Context: an optimization exercise on an open-source flow, tuned for small area. The choices shown serve that exercise and are no tape-out recipe.
For this run, only the layout was checked, not whether the RTL still works.
Power figures rest on the tool's default switching activity, not on a simulated workload.

==> design/flow/design.v <==
package stream_pkg;
	localparam int unsigned WORD_W = 32;     
	localparam int unsigned CHAN_W = 8;      
	localparam int unsigned SEQ_W  = 16;     
	typedef logic [WORD_W-1:0] word_t;       
	typedef logic [CHAN_W-1:0] chan_id_t;    
	typedef logic [SEQ_W-1:0]  seq_t;        
	localparam logic [7:0] FRAME_TAG = 8'hA5;   
	typedef struct packed
	{
		logic [7:0] tag;     
		chan_id_t   chan;    
		seq_t       seq;     
	} frame_hdr_t;
	typedef union packed
	{
		word_t      raw;     
		frame_hdr_t hdr;     
	} out_word_u;
endpackage
module aoi222 (
	input  logic a0, s0, a1, s1, a2, s2,
	output logic y
);
	assign y = ~((a0 & s0) | (a1 & s1) | (a2 & s2));
endmodule
module word_sel (
	input  logic [2047:0]     words,    
	input  logic [63:0]       s,        
	input  stream_pkg::word_t crc_out,
	input  logic              s_crc,
	input  logic              hdr_chan,
	input  stream_pkg::seq_t  hdr_seq,
	input  logic              s_hdr,
	output stream_pkg::word_t y
);
	stream_pkg::word_t hdr;
	assign hdr = {stream_pkg::FRAME_TAG, 7'd0, hdr_chan, hdr_seq};
	for (genvar b = 0; b < 32; b++)
	begin : g_bit
		logic [20:0] n;      
		for (genvar k = 0; k < 21; k++)
		begin : g_aoi
			aoi222 u_aoi (
				.a0 (words[32*(3*k)   + b]), .s0 (s[3*k]),
				.a1 (words[32*(3*k+1) + b]), .s1 (s[3*k+1]),
				.a2 (words[32*(3*k+2) + b]), .s2 (s[3*k+2]),
				.y  (n[k])
			);
		end
		assign y[b] = ~(&n) | (words[32*63 + b] & s[63]) | (crc_out[b] & s_crc) |
			(hdr[b] & s_hdr);
	end
endmodule
package crc_pkg;
	localparam int unsigned CRC_W = 32;       
	typedef logic [CRC_W-1:0] crc_t;          
	localparam crc_t CRC_POLY   = 32'h04C11DB7;   
	localparam crc_t CRC_INIT   = 32'hFFFFFFFF;   
	localparam crc_t CRC_XOROUT = 32'hFFFFFFFF;   
	function automatic crc_t crc_word(input crc_t crc, input stream_pkg::word_t data);
		crc_t c;
		c = crc;
		for (int i = stream_pkg::WORD_W - 1; i >= 0; i = i - 1)
		begin
			if (c[CRC_W-1] ^ data[i])
				c = {c[CRC_W-2:0], 1'b0} ^ CRC_POLY;   
			else
				c = {c[CRC_W-2:0], 1'b0};              
		end
		crc_word = c;
	endfunction
endpackage
`timescale 1ns/1ps
module channel_block (
	input  logic              clk_125,
	input  logic              rst_crc,
	input  stream_pkg::word_t wr_data,
	input  logic              wr,
	output logic              ovf,
	output logic              block_avail,   
	output logic [1:0]        rd_blk,        
	input  logic [2:0]        rd_off,        
	input  logic              rd_all,        
	input  logic              block_done,    
	output logic [1023:0]     words          
);
	stream_pkg::word_t buf_mem [32];
	logic [5:0] wr_ptr;       
	logic [2:0] done_cnt;     
	logic [2:0] rd_hi;        
	logic       full;
	logic       store;
	assign rd_hi       = done_cnt + {2'b0, rd_all};
	assign full        = (wr_ptr[2:0] == rd_off) && (wr_ptr[5:3] - rd_hi == 3'd4);
	assign store       = wr && !full;
	assign block_avail = wr_ptr[5:3] != done_cnt;
	assign rd_blk      = done_cnt[1:0];
	always_ff @(posedge clk_125)
	begin
		if (store)
			buf_mem[wr_ptr[4:0]] <= wr_data;
	end
	always_ff @(posedge clk_125)
	begin
		if (rst_crc)
		begin
			wr_ptr   <= '0;
			done_cnt <= '0;
			ovf      <= 1'b0;
		end
		else
		begin
			if (store)
				wr_ptr <= wr_ptr + 1'b1;
			if (block_done)
				done_cnt <= done_cnt + 1'b1;
			if (wr && full)
				ovf <= 1'b1;
		end
	end
	always_comb
		for (int i = 0; i < 32; i++)
			words[32*i +: 32] = buf_mem[i];
endmodule
`timescale 1ns/1ps
module frame_combiner (
	input  logic              clk_125,
	input  logic              rst_crc,
	input  logic              time_clr,
	input  logic              credit_return,
	input  logic              ch0_block_avail,
	input  logic [1:0]        ch0_rd_blk,
	input  logic [1023:0]     ch0_words,
	output logic [2:0]        ch0_rd_off,
	output logic              ch0_rd_all,
	output logic              ch0_block_done,
	input  logic              ch1_block_avail,
	input  logic [1:0]        ch1_rd_blk,
	input  logic [1023:0]     ch1_words,
	output logic [2:0]        ch1_rd_off,
	output logic              ch1_rd_all,
	output logic              ch1_block_done,
	output stream_pkg::word_t out_data,
	output logic              out_valid,
	output logic              out_sop,
	output logic              out_eop
);
	localparam logic [3:0] PH_CRC  = 4'd8;
	localparam logic [3:0] PH_IDLE = 4'd12;
	localparam logic [3:0] PH_HDR  = 4'd15;
	logic [3:0]       ph;
	logic             sel;        
	logic             pay;        
	logic             in_crc;
	logic             in_hdr;
	stream_pkg::seq_t seq0, seq1, seq;
	logic [2:0]       credits;
	crc_pkg::crc_t    crc;
	stream_pkg::word_t pay_data;
	assign pay    = !ph[3];
	assign in_crc = ph == PH_CRC;
	assign in_hdr = ph == PH_HDR;
	assign out_valid = (ph != PH_IDLE) && (credits != 3'd0);
	assign out_sop   = out_valid && in_hdr;
	assign out_eop   = out_valid && in_crc;
	always_ff @(posedge clk_125)
	begin
		if (rst_crc)
		begin
			ph  <= PH_IDLE;
			sel <= 1'b1;              
		end
		else if (ph == PH_IDLE)
		begin
			if (ch0_block_avail || ch1_block_avail)
			begin
				sel <= (ch0_block_avail && ch1_block_avail) ? ~sel : ch1_block_avail;
				ph  <= PH_HDR;
			end
		end
		else if (out_valid)
			ph <= in_crc ? PH_IDLE : ph + 1'b1;
	end
	always_ff @(posedge clk_125)
	begin
		if (rst_crc || time_clr)
		begin
			seq0 <= '0;
			seq1 <= '0;
		end
		else if (out_sop)
		begin
			if (sel)
				seq1 <= seq1 + 1'b1;
			else
				seq0 <= seq0 + 1'b1;
		end
	end
	always_ff @(posedge clk_125)
	begin
		if (rst_crc)
			credits <= 3'd4;
		else if (out_valid && !credit_return)
			credits <= credits - 1'b1;
		else if (!out_valid && credit_return)
			credits <= credits + 1'b1;
	end
	logic [63:0] s_word;
	logic [5:0]  rd_idx;
	assign rd_idx = {sel, sel ? ch1_rd_blk : ch0_rd_blk, ph[2:0]};
	always_comb
	begin
		s_word = '0;
		s_word[rd_idx] = pay;
	end
	word_sel u_sel (
		.words    ({ch1_words, ch0_words}),
		.s        (s_word),
		.crc_out  (crc ^ crc_pkg::CRC_XOROUT),
		.s_crc    (in_crc),
		.hdr_chan (sel),
		.hdr_seq  (seq),
		.s_hdr    (in_hdr),
		.y        (out_data)
	);
	assign pay_data = out_data;
	always_ff @(posedge clk_125)
	begin
		if (out_valid && pay)
			crc <= crc_pkg::crc_word((ph[2:0] == 3'd0) ? crc_pkg::CRC_INIT : crc, pay_data);
	end
	assign ch0_rd_off     = (pay && !sel) ? ph[2:0] : 3'd0;
	assign ch1_rd_off     = (pay &&  sel) ? ph[2:0] : 3'd0;
	assign ch0_rd_all     = in_crc && !sel;
	assign ch1_rd_all     = in_crc &&  sel;
	assign ch0_block_done = out_eop && !sel;
	assign ch1_block_done = out_eop &&  sel;
	assign seq = sel ? seq1 : seq0;
endmodule
`timescale 1ns/1ps
module block_stream_top (
	input  logic              clk_125,
	input  logic              rst_crc,
	input  stream_pkg::word_t in0_data,
	input  logic              in0_wr,
	input  stream_pkg::word_t in1_data,
	input  logic              in1_wr,
	input  logic              time_clr,
	input  logic              credit_return,
	output stream_pkg::word_t out_data,
	output logic              out_valid,
	output logic              out_sop,
	output logic              out_eop,
	output logic              ovf0,
	output logic              ovf1
);
	logic              ch0_block_avail, ch1_block_avail;
	logic [1:0]        ch0_rd_blk, ch1_rd_blk;
	logic [2:0]        ch0_rd_off, ch1_rd_off;
	logic              ch0_rd_all, ch1_rd_all;
	logic              ch0_block_done, ch1_block_done;
	logic [1023:0]     ch0_words, ch1_words;
	channel_block u_ch0 (
		.clk_125     (clk_125),
		.rst_crc     (rst_crc),
		.wr_data     (in0_data),
		.wr          (in0_wr),
		.ovf         (ovf0),
		.block_avail (ch0_block_avail),
		.rd_blk      (ch0_rd_blk),
		.rd_off      (ch0_rd_off),
		.rd_all      (ch0_rd_all),
		.block_done  (ch0_block_done),
		.words       (ch0_words)
	);
	channel_block u_ch1 (
		.clk_125     (clk_125),
		.rst_crc     (rst_crc),
		.wr_data     (in1_data),
		.wr          (in1_wr),
		.ovf         (ovf1),
		.block_avail (ch1_block_avail),
		.rd_blk      (ch1_rd_blk),
		.rd_off      (ch1_rd_off),
		.rd_all      (ch1_rd_all),
		.block_done  (ch1_block_done),
		.words       (ch1_words)
	);
	frame_combiner u_comb (
		.clk_125         (clk_125),
		.rst_crc         (rst_crc),
		.time_clr        (time_clr),
		.credit_return   (credit_return),
		.ch0_block_avail (ch0_block_avail),
		.ch0_rd_blk      (ch0_rd_blk),
		.ch0_words       (ch0_words),
		.ch0_rd_off      (ch0_rd_off),
		.ch0_rd_all      (ch0_rd_all),
		.ch0_block_done  (ch0_block_done),
		.ch1_block_avail (ch1_block_avail),
		.ch1_rd_blk      (ch1_rd_blk),
		.ch1_words       (ch1_words),
		.ch1_rd_off      (ch1_rd_off),
		.ch1_rd_all      (ch1_rd_all),
		.ch1_block_done  (ch1_block_done),
		.out_data        (out_data),
		.out_valid       (out_valid),
		.out_sop         (out_sop),
		.out_eop         (out_eop)
	);
endmodule
==> design/flow/run.sh <==
#!/bin/bash
# synth_recipe.tcl (not shown) runs the flow's synth.tcl, then flattens the netlist and writes it again
# the make line also repeats each setting of config.mk as NAME=value (left out here)
make -C /OpenROAD-flow-scripts/flow DESIGN_CONFIG=/design/flow/config.mk WORK_HOME=/design/flow/orfs CLKGATE_MAP_FILE= SYNTH_SCRIPT=/design/flow/synth_recipe.tcl finish
==> design/flow/config.mk <==
export PLATFORM = sky130hd
export DESIGN_NAME = block_stream_top
export DESIGN_NICKNAME = block_stream_top
export VERILOG_FILES = /design/flow/design.v
export SDC_FILE = /design/flow/constraint.sdc
export NUM_CORES = 4
export LEC_CHECK = 0
export CAP_MARGIN = 20
export CORE_MARGIN = 2
export CORE_UTILIZATION = 40
export SLEW_MARGIN = 20
export SYNTH_HIERARCHICAL = 1
==> design/flow/constraint.sdc <==
create_clock -name core_clock -period 6.5 [get_ports {clk_125}]
set_input_delay 1.3000 -clock core_clock [delete_from_list [all_inputs] [get_ports {clk_125}]]
set_output_delay 1.3000 -clock core_clock [all_outputs]
set_load 0.01 [all_outputs]
==> flow_metrics.env <==
export IMPL_drc=0
export IMPL_synth_edf_count=2080
export IMPL_outcome="failed layout checks"
export IMPL_so_violations="negative setup slack"
export IMPL_max_slew_margin_pct=26.6
export IMPL_path_clk_slew_ps=70
export IMPL_synth_largest_area_cell="edfxtp_1"
export IMPL_synthCells=4081
export IMPL_final_cell_count_no_fill=7780
export IMPL_holdBufCountCts=0
export IMPL_vdd_drop_max_mv=0.930
export IMPL_drt_pass1_iterations=14
export IMPL_synth_adder_area_share_pct=0.440
export IMPL_syn_avg_cell_area_um2=19.5
export IMPL_synthArstFlopShare_pct=0
export IMPL_row_count=163
export IMPL_hold_violations=0
export IMPL_synth_ff_type="edfxtp_1"
export IMPL_synth_xor_area_share_pct=5.18
export IMPL_drive_above_1_share_pct=24.7
export IMPL_syn_area_um2=79700
export IMPL_fin_crit_sh_pct=103
export IMPL_nNetsFinal=5056
export IMPL_root_buffer="clkbuf_16"
export IMPL_period_needed_ps=6710
export IMPL_post_drt_wl_per_cell_um=30.1
export IMPL_io_buffer_count=106
export IMPL_synth_top_family_by_area="compound AO/OA/AOI/OAI gates"
export IMPL_yosysMostFrequentCell="edfxtp_1"
export IMPL_crit_required_ps=7070
export IMPL_critPathKind="reg -> reg"
export IMPL_grt_pass1_wl_mm=328
export IMPL_rsz0062_at_grt="yes"
export IMPL_cp_max_fo=21
export IMPL_dieArea_um2=203000
export IMPL_yosys_register_bits=2140
export IMPL_clk_latency_ps=840
export IMPL_setup_violations=11
export IMPL_start_util_pct=40.3
export IMPL_synth_nets=4176
export IMPL_numCtsBuffers=208
export IMPL_startpoint_type="flop"
export IMPL_die_w_um=450
export IMPL_area_growth_pct=22.6
export IMPL_grt_antenna_before_repair=8
export IMPL_ant_nets=0
export IMPL_finalWirelength_mm=234
export IMPL_ys_types=63
export IMPL_synthTopCellsByArea="edfxtp_1, a222oi_1, xnor2_1"
export IMPL_cts_sinks=2140
export IMPL_grt_overflow_total=0
export IMPL_hpwlAfterDp_mm=156
export IMPL_p_per_area_nw_per_um2=431
export IMPL_yosys_area_share_simple_pct=4.11
export IMPL_die_y_um=450
export IMPL_fill_cells=16166
export IMPL_synth_warnings=8
export IMPL_drtIter0Drc=8448
export IMPL_cts_tree="done"
export IMPL_grt_max_degree=42
export IMPL_synth_seq_area_share_pct=79.9
export IMPL_gp_congestion=0.946
export IMPL_track_usage_pct=22.2
export IMPL_hp_class="reg -> reg"
export IMPL_finClkSkew_ps=37.4
export IMPL_core_um2=198000
export IMPL_routed_via_density=6.06
export IMPL_ios=107
export IMPL_cts_buffer_depth=3
export IMPL_multi_input_area_um2=17200
export IMPL_place_area_um2=89500
export IMPL_fin_ws_ps=-205
export IMPL_drv_slew=0
export IMPL_synth_mux_area_share_pct=0.443
export IMPL_synth_compound_area_share_pct=9.31
export IMPL_leakage_nw=32.1
export IMPL_stdcell_area_um2=97700
export IMPL_arrival_ps=7280
export IMPL_htreeDepth=4
export IMPL_dp_cells=7326
export IMPL_grt_pass1_vias=45176
export IMPL_synthDominantCellAreaShare_pct=78.4
export IMPL_max_freq_ghz=0.149
export IMPL_maxCapViolCount=0
export IMPL_worst_pin_slew_ps=1100
export IMPL_yosys_top_cells_count="edfxtp_1, a222oi_1, nor2_1, xnor2_1, nand4_1"
export IMPL_num_vias=47130
export IMPL_seq_area_um2=63700
export IMPL_end_kind="flop"
-- layout by cell type (no fill, tap or decap), types with 12 or more instances in the layout --
| cell type | netlist | routed |
|---|---|---|
| edfxtp_1 | 2080 | 2080 |
| a222oi_1 | 672 | 672 |
| buf_4 | 9 | 514 |
| clkbuf_16 | 0 | 213 |
| nand4_1 | 154 | 154 |
| xnor2_1 | 177 | 153 |
| nor2_4 | 2 | 123 |
| nor2_1 | 262 | 120 |
| xor2_1 | 83 | 77 |
| clkdlybuf4s50_1 | 0 | 76 |
| buf_12 | 0 | 67 |
| nand2_1 | 75 | 66 |
| dfxtp_1 | 60 | 59 |
| nand3_1 | 66 | 55 |
| inv_1 | 56 | 54 |
| clkinv_1 | 0 | 46 |
| clkinv_2 | 0 | 43 |
| clkbuf_1 | 26 | 36 |
| nor2_2 | 1 | 30 |
| xnor3_1 | 34 | 28 |
| xnor2_2 | 12 | 28 |
| buf_2 | 13 | 25 |
| a21oi_1 | 23 | 23 |
| nor3_1 | 43 | 23 |
| mux2_2 | 22 | 21 |
| buf_6 | 6 | 21 |
| bufinv_16 | 0 | 20 |
| ha_1 | 20 | 18 |
| a22oi_1 | 18 | 18 |
| nor3_2 | 0 | 18 |
| xnor3_2 | 9 | 15 |
| xnor2_4 | 7 | 15 |
| a221oi_2 | 13 | 13 |
| clkinvlp_4 | 0 | 12 |
-- registers in the layout, indices dropped and copies added, names as in the netlist --
register,cells
u_comb.sel,1
u_ch0.done_cnt,3
u_ch1.buf_mem,1024
u_ch0.ovf,1
u_ch1.wr_ptr,6
u_comb.crc,32
u_comb.ph,4
u_comb.seq1,16
u_comb.credits,3
u_ch0.wr_ptr,6
u_ch0.buf_mem,1024
u_ch1.done_cnt,3
u_ch1.ovf,1
u_comb.seq0,16
-- layer usage --
metal	global-route usage, %	up-vias	routed length, um
met5	0	-	13
met4	7.97	2	8630
met3	3.94	373	24000
met2	34.0	2725	107000
met1	31.9	24308	94400
li1	-	19722	-
-- where the power goes --
part	switching, mW	total [mW]	internal, mW
combinational	5.71	13.9	8.19
clock	5.17	11.9	6.78
sequential	0.0461	16.3	16.2
-- cell families (layout without fill, tap and decap cells) --
logic type | count (synthesis) | in the layout
compound gates | 758 | 758
xor+xnor | 343 | 343
fa+ha+maj | 25 | 25
buf+inv | 112 | 1159
flops | 2140 | 2140
mux | 32 | 32
other cells | 0 | 4
simple gates | 671 | 679
-- worst paths after layout --
| path | start | end | slack, ps | cells past startpoint |
|---|---|---|---|---|
| setup / recovery | u_comb.ph[1]$_SDFFE_PP0P_ | u_comb.crc[12]$_DFFE_PP_ | -210 | 26 |
| hold / removal | u_ch0.ovf$_SDFFE_PP0P_ | u_ch0.ovf$_SDFFE_PP0P_ | 480 | 2 |
| setup reg to reg | u_comb.ph[1]$_SDFFE_PP0P_ | u_comb.crc[12]$_DFFE_PP_ | -210 | 26 |
| hold reg to reg | u_ch0.ovf$_SDFFE_PP0P_ | u_ch0.ovf$_SDFFE_PP0P_ | 480 | 2 |
-- through the flow --
step           setup slack, ps  total power, mW  util, %  hold WS (ps)  setup TNS (ps)
6_report                  -205             42.1     49.4           481            -846
5_1_grt                   -296             43.5     49.4           539           -3190
4_1_cts                  -92.5             41.1     48.8           488            -271
3_5_place_dp              -387             29.0     45.3           474           -5960
3_3_place_gp              -302             28.8     45.1           459           -4920
2_1_floorplan             13.2             24.8        -           474               0
-- modules after synthesis, one instance, submodules excluded, excerpt --
module | cells inside | copies in the design | flops+latches | area (um2)
channel_block | 1155 | 2 | 1034 | 31700
frame_combiner | 754 | 1 | 72 | 7500
word_sel | 345 | 1 | 0 | 2030
aoi222 | 1 | 672 | 0 | 10.0
-- area by class of cell --
cell class	count	area share, %
flip-flops and latches	2140	65.2
multi-input cells	1837	17.6
repair buffers	718	6.78
clock buffers	249	5.59
well taps	2640	3.38
clock inverters	136	1.26
inverters	56	0.215
diodes	4	0.0102
-- worst max-delay path: stages (launching register included) --
cell and delay, ps:
dfxtp_1 350, inv_2 60, ha_4 150, buf_4 140
ha_2 410, buf_4 210, nor2_1 120, nand4_1 180
buf_4 150, nor2_4 40, buf_12 150, buf_12 160
a222oi_1 380, nand4_1 310, nor3_1 250, buf_4 170
nand3_1 80, buf_4 190, xnor2_2 170, xor2_1 290
xnor3_1 490, buf_4 160, xnor3_1 370, xnor3_2 430
xnor3_2 460, xnor2_4 220, xnor3_1 340
-- timing repair --
action,in CTS,in global routing
endpoints found under the hold margin,0,0
resized for setup,40,135
cloned,3,5
setup endpoints to repair,55,52
pin swaps,20,98
buffers inserted,12,31

## separate check: timing with driven ports
Ports are ideal in the flow. The routed layout listed here was re-timed in OpenROAD.
Step 1, drivers: a clkbuf_16 drives clk_125 and a buf_2 each remaining input, both assumed.
Step 2 moves the port delays by t, midway between the first and last clock arrival at a register: inputs arrive t later, outputs are due t later. That takes back most of the time a late clock gives input paths.
Three values: no drivers, after step 1, after step 2; two values: the first two.
t, ns: 0.909
setup slack, ns: -0.205 / -0.205 / -0.205
worst register clock-pin slew, ns: 0.07 / 0.07
The setup slack of this run moves by 0.000 ns with the drivers and by 0.000 ns with both steps.
